Context: an optimization exercise on an open-source flow, tuned for small area. The choices shown serve that exercise and are no tape-out recipe.
The RTL was checked by simulation tests, not by an equivalence proof against the original design.

// mm_top
module mm_top (
    input  logic         clk_buf,
    input  logic         sys_reset,
    input  logic         cmd_valid,
    input  logic [(4 * 8)-1:0] cmd_word,
    output logic         cmd_credit,
    output logic         res_valid,
    output mm_data_pkg::mm_acc_t      res_data,
    input  logic         res_credit,
    output logic         busy,
    output logic         done
);
    logic [3:0]  slot0, slot1;
    logic        wr_ptr, rd_ptr;
    logic [1:0]  fill;
    logic        wexp;           
    logic        expect_data;    
    logic [31:0] dreg;
    logic        row_sel_b;
    logic [1:0]  row_idx;
    logic [3:0]  head;
    logic        pop;
    assign head       = rd_ptr ? slot1 : slot0;
    assign pop        = (fill != 2'd0) && !busy;
    assign cmd_credit = pop;
    always_ff @(posedge clk_buf) begin
        if (cmd_valid) begin
            if (wr_ptr) slot1 <= cmd_word[3:0];
            else        slot0 <= cmd_word[3:0];
        end
        if (cmd_valid && wexp) begin
            dreg <= cmd_word;
        end
    end
    always_ff @(posedge clk_buf or posedge sys_reset) begin
        if (sys_reset) begin
            wr_ptr      <= 1'b0;
            rd_ptr      <= 1'b0;
            fill        <= 2'd0;
            wexp        <= 1'b0;
            expect_data <= 1'b0;
            row_sel_b   <= 1'b0;
  ...
Settings: LEC_CHECK=0, ABC_AREA=1, CAP_MARGIN=10, CORE_MARGIN=2, CORE_UTILIZATION=80, CTS_BUF_LIST=sky130_fd_sc_hd__clkbuf_8 sky130_fd_sc_hd__clkbuf_16, CTS_CLUSTER_DIAMETER=80, CTS_CLUSTER_SIZE=20, SLEW_MARGIN=10, SYNTH_HIERARCHICAL=1, SYNTH_MINIMUM_KEEP_SIZE=0; clock period 11.0 ns.
standard.sh (not shown) runs the stock make flow with config.mk's settings and CLKGATE_MAP_FILE= SYNTH_SCRIPT=/design/flow/synth_recipe.tcl, a recipe that flattens the netlist after the stock synthesis.
==> flow/flow/run.sh <==
#!/bin/bash
# Layout flow: the standard flow (standard.sh) with two changes:
#  - synthesis maps the combinational logic with an area-only ABC script
#    (flow/abc_area_only.script) instead of ORFS's delay-biased one; the
#    rest of the synthesis script, registers included, is the standard flow's own
#  - port buffers are the smallest buffer, sky130_fd_sc_hd__buf_1
# Every tool's output goes to the ORFS logs under orfs/logs; make's own
# output goes to flow.log here.
set -euo pipefail
HERE=$(pwd)

# Synthesis script: synth_recipe.tcl with the ABC call redirected
{
  head -n 1 synth_recipe.tcl
  cat <<EOT
proc abc {args} {
  set i [lsearch -exact \$args -script]
  if {\$i >= 0} { lset args [expr {\$i + 1}] $HERE/flow/abc_area_only.script }
  puts "abc (area-only script): \$args"
  yosys abc {*}\$args
}
EOT
  tail -n +2 synth_recipe.tcl
} > my_synth.tcl

sed "s#SYNTH_SCRIPT=[^ ]*synth_recipe.tcl#SYNTH_SCRIPT=$HERE/my_synth.tcl#" standard.sh > my_standard.sh
grep -q "SYNTH_SCRIPT=$HERE/my_synth.tcl" my_standard.sh

export BUFFER_PORTS_ARGS="-buffer_cell sky130_fd_sc_hd__buf_1"
bash my_standard.sh > flow.log 2>&1
==> flow/flow/abc_area_only.script <==
strash
dch
map -a
Change:
--- a/flow/design.v
+++ b/flow/design.v
@@ -19,30 +19,43 @@
         logic [(4 * 8)-1:0] elems;
     } mm_cmd_word_u;
 endpackage
 `timescale 1ns/1ns
 module mm_dot4 (
     input  logic [127:0] a_rows,    
     input  logic [127:0] b_rows,    
     input  logic [3:0]   a_ok,      
-    input  logic [3:0]   b_ok,
     input  logic [1:0]   ri,        
+    input  logic         a_ph,      
+    input  logic [3:0]   b_ok,      
     input  logic [1:0]   cj,        
     output logic [17:0] y
 );
     logic [7:0] a0, a1, a2, a3, b0, b1, b2, b3;
     logic [7:0] a_k [4];
     logic [7:0] b_k [4];
+    logic [3:0] a_sel;       
+    always_comb begin
+        for (int p = 0; p < 4; p++) begin
+            a_sel[p] = 1'b0;
+            for (int i = 0; i < 4; i++) begin
+                if (ri == 2'(i) && a_ok[i] && (i % 2) == (p % 2) &&
+                    (((i / 2) == 1) == a_ph) == (p < 2)) begin
+                    a_sel[p] = 1'b1;
+                end
+            end
+        end
+    end
     always_comb begin
         for (int k = 0; k < 4; k++) begin
             a_k[k] = '0;
             b_k[k] = '0;
             for (int i = 0; i < 4; i++) begin
-                if (ri == 2'(i) && a_ok[i] && b_ok[k]) a_k[k] = a_rows[i*32 + k*8 +: 8];
+                if (a_sel[i] && b_ok[k])             a_k[k] = a_rows[i*32 + k*8 +: 8];
                 if (cj == 2'(i))                       b_k[k] = b_rows[k*32 + i*8 +: 8];
             end
         end
     end
     assign a0 = a_k[0]; assign a1 = a_k[1]; assign a2 = a_k[2]; assign a3 = a_k[3];
     assign b0 = b_k[0]; assign b1 = b_k[1]; assign b2 = b_k[2]; assign b3 = b_k[3];
     logic p1;
     logic p2;
@@ -1399,32 +1412,46 @@
                              head[1:0] == mm_cmd_pkg::OP_LOAD_B) begin
                     expect_data <= 1'b1;
                     row_sel_b   <= head[1];
                     row_idx     <= head[3:2];
                 end
             end
         end
     end
-    logic [31:0] a_buf [4];
+    logic [31:0] a_p0 [2];
+    logic [31:0] a_p1 [2];
     logic [31:0] b_buf [4];
     logic [3:0]  a_ok, b_ok;
+    logic        a_ph;
+    logic        a_pend;
     logic        row_we;
-    assign row_we = pop && expect_data;
+    logic        a_we_now;
+    logic        a_wr;
+    assign row_we   = pop && expect_data;
+    assign a_we_now = row_we && !row_sel_b;
+    assign a_wr     = (a_we_now && (row_idx[1] != a_ph)) || a_pend;
     always_ff @(posedge clk_buf) begin
+        for (int g = 0; g < 2; g++) begin
+            a_p1[g] <= a_p0[g];
+            a_p0[g] <= (a_wr && row_idx[0] == 1'(g)) ? dreg : a_p1[g];
+        end
         for (int r = 0; r < 4; r++) begin
-            if (row_we && !row_sel_b && row_idx == 2'(r)) a_buf[r] <= dreg;
-            if (row_we &&  row_sel_b && row_idx == 2'(r)) b_buf[r] <= dreg;
+            if (row_we && row_sel_b && row_idx == 2'(r)) b_buf[r] <= dreg;
         end
     end
     always_ff @(posedge clk_buf or posedge sys_reset) begin
         if (sys_reset) begin
-            a_ok <= 4'd0;
-            b_ok <= 4'd0;
+            a_ph   <= 1'b0;
+            a_pend <= 1'b0;
+            a_ok   <= 4'd0;
+            b_ok   <= 4'd0;
         end else begin
+            a_ph   <= !a_ph;
+            a_pend <= a_we_now && (row_idx[1] == a_ph);
             for (int r = 0; r < 4; r++) begin
                 if (row_we && !row_sel_b && row_idx == 2'(r)) a_ok[r] <= 1'b1;
                 if (row_we &&  row_sel_b && row_idx == 2'(r)) b_ok[r] <= 1'b1;
             end
         end
     end
     logic [3:0] cnt;
     logic       draining;
@@ -1465,21 +1492,22 @@
                 2'b10:   credits <= credits - 1'b1;
                 2'b01:   credits <= credits + 1'b1;
                 default: ;
             endcase
         end
     end
     logic [17:0] sum;
     mm_dot4 u_dot (
-        .a_rows ({a_buf[3], a_buf[2], a_buf[1], a_buf[0]}),
+        .a_rows ({a_p1[1], a_p1[0], a_p0[1], a_p0[0]}),
         .b_rows ({b_buf[3], b_buf[2], b_buf[1], b_buf[0]}),
         .a_ok   (a_ok),
-        .b_ok   (b_ok),
         .ri     (cnt[3:2]),
+        .a_ph   (a_ph),
+        .b_ok   (b_ok),
         .cj     (cnt[1:0]),
         .y      (sum)
     );
     logic [17:0] res_q;
     always_ff @(posedge clk_buf) begin
         res_q <= sum;
     end
     assign res_data = {{14{res_q[17]}}, res_q};
Outcome:
- The new run produced a clean layout
- via count came out lower by 6.8%
- cell count goes up by 5.0%
- setup slack is better by 0.14 ns
- global-route usage drops by 7.6 points
- synthesized cell count grows by 7.1%
- core utilization grows by 0.35 points
- routed wire length fell by 17%
- critical path depth increases by 1
- die area is lower by 2.0%
- design area falls by 2.3%

## separate check: timing with driven ports
No port has a modelled driver above. Below, the same layouts with a new extraction and two added sets of constraints. Step 1: set_driving_cell puts a clkbuf_16 on clk_buf and a buf_2 on each other input, an assumption about the parent block. Step 2, shift: input delay + t, output delay - t, t = (earliest + latest rising clock arrival at the registers) / 2. This alone moves slack from input paths to output paths. Three values: ideal ports, drivers, drivers and shift; two values: the first two.
run	shift t [ns]	setup slack, ns	worst slew at a driven data input, ns
the first run	0.609	0.369 / 0.369 / 0.369	0.04
the second run	0.581	0.510 / 0.510 / 0.510	0.04
After both steps every run listed still meets setup and hold.
